Background: an optimization exercise with open tools, aiming at small area, a short achievable clock period and few clock cycles per item. Do not read the settings as production practice.
Function was checked by simulation only, so behaviour that the tests miss may differ from the original.

==> inputs of onyx <==
==> flow/design.v (excerpt) <==
module waveform_oscillator_soft_ramp_core (
  input  wire logic                 clk,
  input  wire logic                 rst,
  input  wire logic                 in_valid,
  output logic                      in_ready,
  input  wire logic signed [23:0]   in_left,
  input  wire logic signed [23:0]   in_right,
  input  wire logic                 in_block_start,
  input  wire logic                 in_soft_start,
  input  wire logic                 in_soft_stop,
  output logic                      out_valid,
  input  wire logic                 out_ready,
  output logic signed [23:0]        out_left,
  output logic signed [23:0]        out_right,
  output logic signed [15:0]        out_wave,
  input  wire logic                 cfg_valid,
  output logic                      cfg_ready,
  input  wire logic [1:0]           cfg_index,
  input  wire logic [wosr_pkg::FIELD_BITS-1:0] cfg_data
);
==> flow/config.mk <==
export PLATFORM = sky130hd
export DESIGN_NAME = waveform_oscillator_soft_ramp_core
export DESIGN_NICKNAME = waveform_oscillator_soft_ramp_core
export VERILOG_FILES = /design/flow/design.v
export SDC_FILE = /design/flow/constraint.sdc
export NUM_CORES = 4
export LEC_CHECK = 0
export ABC_AREA = 1
export CAP_MARGIN = 20
export CORE_MARGIN = 2
export CORE_UTILIZATION = 40
export SLEW_MARGIN = 20
export SYNTH_HIERARCHICAL = 1
==> flow/constraint.sdc <==
create_clock -name core_clock -period 12.0 [get_ports {clk}]
set_input_delay 2.4000 -clock core_clock [delete_from_list [all_inputs] [get_ports {clk}]]
set_output_delay 2.4000 -clock core_clock [all_outputs]
set_load 0.01 [all_outputs]
standard.sh (not shown) runs the stock make flow with config.mk's settings and CLKGATE_MAP_FILE= SYNTH_SCRIPT=/design/flow/synth_recipe.tcl, a recipe that flattens the netlist after the stock synthesis.
==> flow/flow/run.sh <==
#!/bin/bash
# Standard layout with a larger setup margin for the repair steps (the clock
# period and constraints stay the design's), resizing not tied to the cell
# footprint, and plain buffers on the ports.
set -euo pipefail
export SETUP_SLACK_MARGIN=7.0
export BUFFER_PORTS_ARGS="-buffer_cell sky130_fd_sc_hd__buf_2"
bash standard.sh MATCH_CELL_FOOTPRINT=0 finish > standard.log 2>&1
==> sierra: changes against onyx <==
==> flow/run.sh (new file) <==
#!/bin/bash
# synth_recipe.tcl (not shown) runs the flow's synth.tcl, then flattens the netlist and writes it again
# the make line also repeats each setting of config.mk as NAME=value (left out here)
make -C /OpenROAD-flow-scripts/flow DESIGN_CONFIG=/design/flow/config.mk WORK_HOME=/design/flow/orfs CLKGATE_MAP_FILE= SYNTH_SCRIPT=/design/flow/synth_recipe.tcl finish
ABC_AREA = unset   (was 1)
removed: flow/flow/run.sh
removed: flow/standard.sh
==> maple: changes against onyx <==
--- a/flow/design.v
+++ b/flow/design.v
@@ -5905,15 +5905,28 @@
   assign ad_y667 = ad_p590 ^ ad_G648;
   assign pa_next = {ad_y225, ad_y224, ad_y223, ad_y222, ad_y221, ad_y220, ad_y219, ad_y218, ad_y217, ad_y216, ad_y215, ad_y214, ad_y213, ad_y212, ad_y211, ad_y210, ad_y209, ad_y208, ad_y207, ad_y206, ad_y205, ad_y204, ad_y203, ad_y202};
   assign q_f_sum = {ad_y331, ad_y330, ad_y329, ad_y328, ad_y327, ad_y326, ad_y325, ad_y324, ad_y323, ad_y322, ad_y321, ad_y320, ad_y319, ad_y318, ad_y317, ad_y316, ad_y315};
   assign hl_sum  = {ad_y443, ad_y442, ad_y441, ad_y440, ad_y439, ad_y438, ad_y437, ad_y436, ad_y435, ad_y434, ad_y433, ad_y432, ad_y431, ad_y430, ad_y429, ad_y428};
   assign hr_sum  = {ad_y555, ad_y554, ad_y553, ad_y552, ad_y551, ad_y550, ad_y549, ad_y548, ad_y547, ad_y546, ad_y545, ad_y544, ad_y543, ad_y542, ad_y541, ad_y540};
   assign gain3_next = {ad_y667, ad_y666, ad_y665, ad_y664, ad_y663, ad_y662, ad_y661, ad_y660, ad_y659, ad_y658, ad_y657, ad_y656, ad_y655, ad_y654, ad_y653, ad_y652, ad_y651, ad_y650};
   assign cfg_ready = 1'b1;
-  assign in_ready  = v4 && !skv;
+  logic        rdy;
+  logic        v4_nx, skv_nx;
+  assign in_ready  = rdy;
+  always_comb begin
+    v4_nx = v4;
+    if (flush)    v4_nx = 1'b0;
+    else if (ld4) v4_nx = v3;
+    skv_nx = skv;
+    if (skv) begin
+      if (e0_free) skv_nx = 1'b0;
+    end else if (acc && !e0_free) begin
+      skv_nx = 1'b1;
+    end
+  end
   assign acc       = in_valid && in_ready;
   assign flush     = cfg_valid;
   assign ld4       = !v4 || acc;
   assign ld3       = !v3 || ld4;
   assign ld2       = !v2 || ld3;
   assign ld1       = (!v1 || ld2) && !rw;
   assign mv        = e0v && (!out_valid || out_ready);
@@ -6072,14 +6085,15 @@
       act        <= 1'b0;
       v1         <= 1'b0;
       v2         <= 1'b0;
       v3         <= 1'b0;
       v4         <= 1'b0;
       e0v        <= 1'b0;
       skv        <= 1'b0;
+      rdy        <= 1'b0;
       out_valid  <= 1'b0;
     end else begin
       if (cfg_valid) begin
         unique case (cfg_index)
           wosr_pkg::REG_WAVEFORM:   waveform   <= cfg_data[1:0];
           wosr_pkg::REG_PHASE_STEP: phase_step <= cfg_data;
           wosr_pkg::REG_GAIN:       gain       <= cfg_data[15:0];
@@ -6111,19 +6125,16 @@
       if (acc) begin
         hi  <= e_hi;
         act <= e_act;
         kp  <= n_kp;
         kd  <= kd_next;
       end
       if (e0_free) e0v <= skv || acc;
-      if (skv) begin
-        if (e0_free) skv <= 1'b0;
-      end else if (acc && !e0_free) begin
-        skv <= 1'b1;
-      end
+      skv <= skv_nx;
+      rdy <= v4_nx && !skv_nx;
       if (mv)             out_valid <= 1'b1;
       else if (out_ready) out_valid <= 1'b0;
     end
     gain3 <= gain3_next;
     if (ld1) begin
       s1_sx <= w_sx;
       s1_wx <= w_wx;
==> flow/flow/run.sh (replaced) <==
#!/bin/bash
# Standard layout with a larger setup margin for the repair steps (the clock
# period and constraints stay the design's), resizing not tied to the cell
# footprint, and plain buffers on the ports.
set -euo pipefail
export SETUP_SLACK_MARGIN=7.5
export BUFFER_PORTS_ARGS="-buffer_cell sky130_fd_sc_hd__buf_2"
bash standard.sh MATCH_CELL_FOOTPRINT=0 finish > standard.log 2>&1
==> summary of the runs <==
- In onyx the core utilization is lower than in maple, by 2.0 points.
- Wire length: sierra < onyx < maple.
- First-iteration DRC count: sierra < onyx < maple.
- Against onyx, the maximum frequency of maple is higher by 3.3%.
- Worst setup slack, highest first: maple, onyx, sierra.
- Clock-buffer cell count: sierra < maple < onyx.
Testbench counts of onyx, summed over its fixed seeds: cycles 8,384, items 8,192.
Testbench counts of sierra, summed over its fixed seeds: cycles 8,384, items 8,192.
Testbench counts of maple, summed over its fixed seeds: cycles 8,384, items 8,192.

## static timing again, ports no longer ideal
Ports are ideal in the flow. The routed layouts listed here were re-timed in OpenROAD.
Step 1 sets driving cells, clkbuf_16 on the clock port and buf_2 on the other inputs (assumed; they add their load-dependent delay and slew).
Step 2 times the ports against the registers' clock, not the clock port: input delays grow and output delays shrink by t, the midpoint of the rising clock arrivals with the driver on.
Slacks: no drivers / after step 1 / after step 2; pairs: no drivers / after step 1.
run	t, ns	setup slack, ns	cell pins on the clock port's net
onyx	0.738	7.256 / 7.256 / 6.649	1
sierra	0.698	5.675 / 5.675 / 5.675	1
maple	0.733	7.406 / 7.406 / 7.233	1
After both steps every run listed still meets setup and hold. For onyx, which loses most, drivers alone change the setup slack by 0.000 ns; drivers and shift together by -0.607 ns.
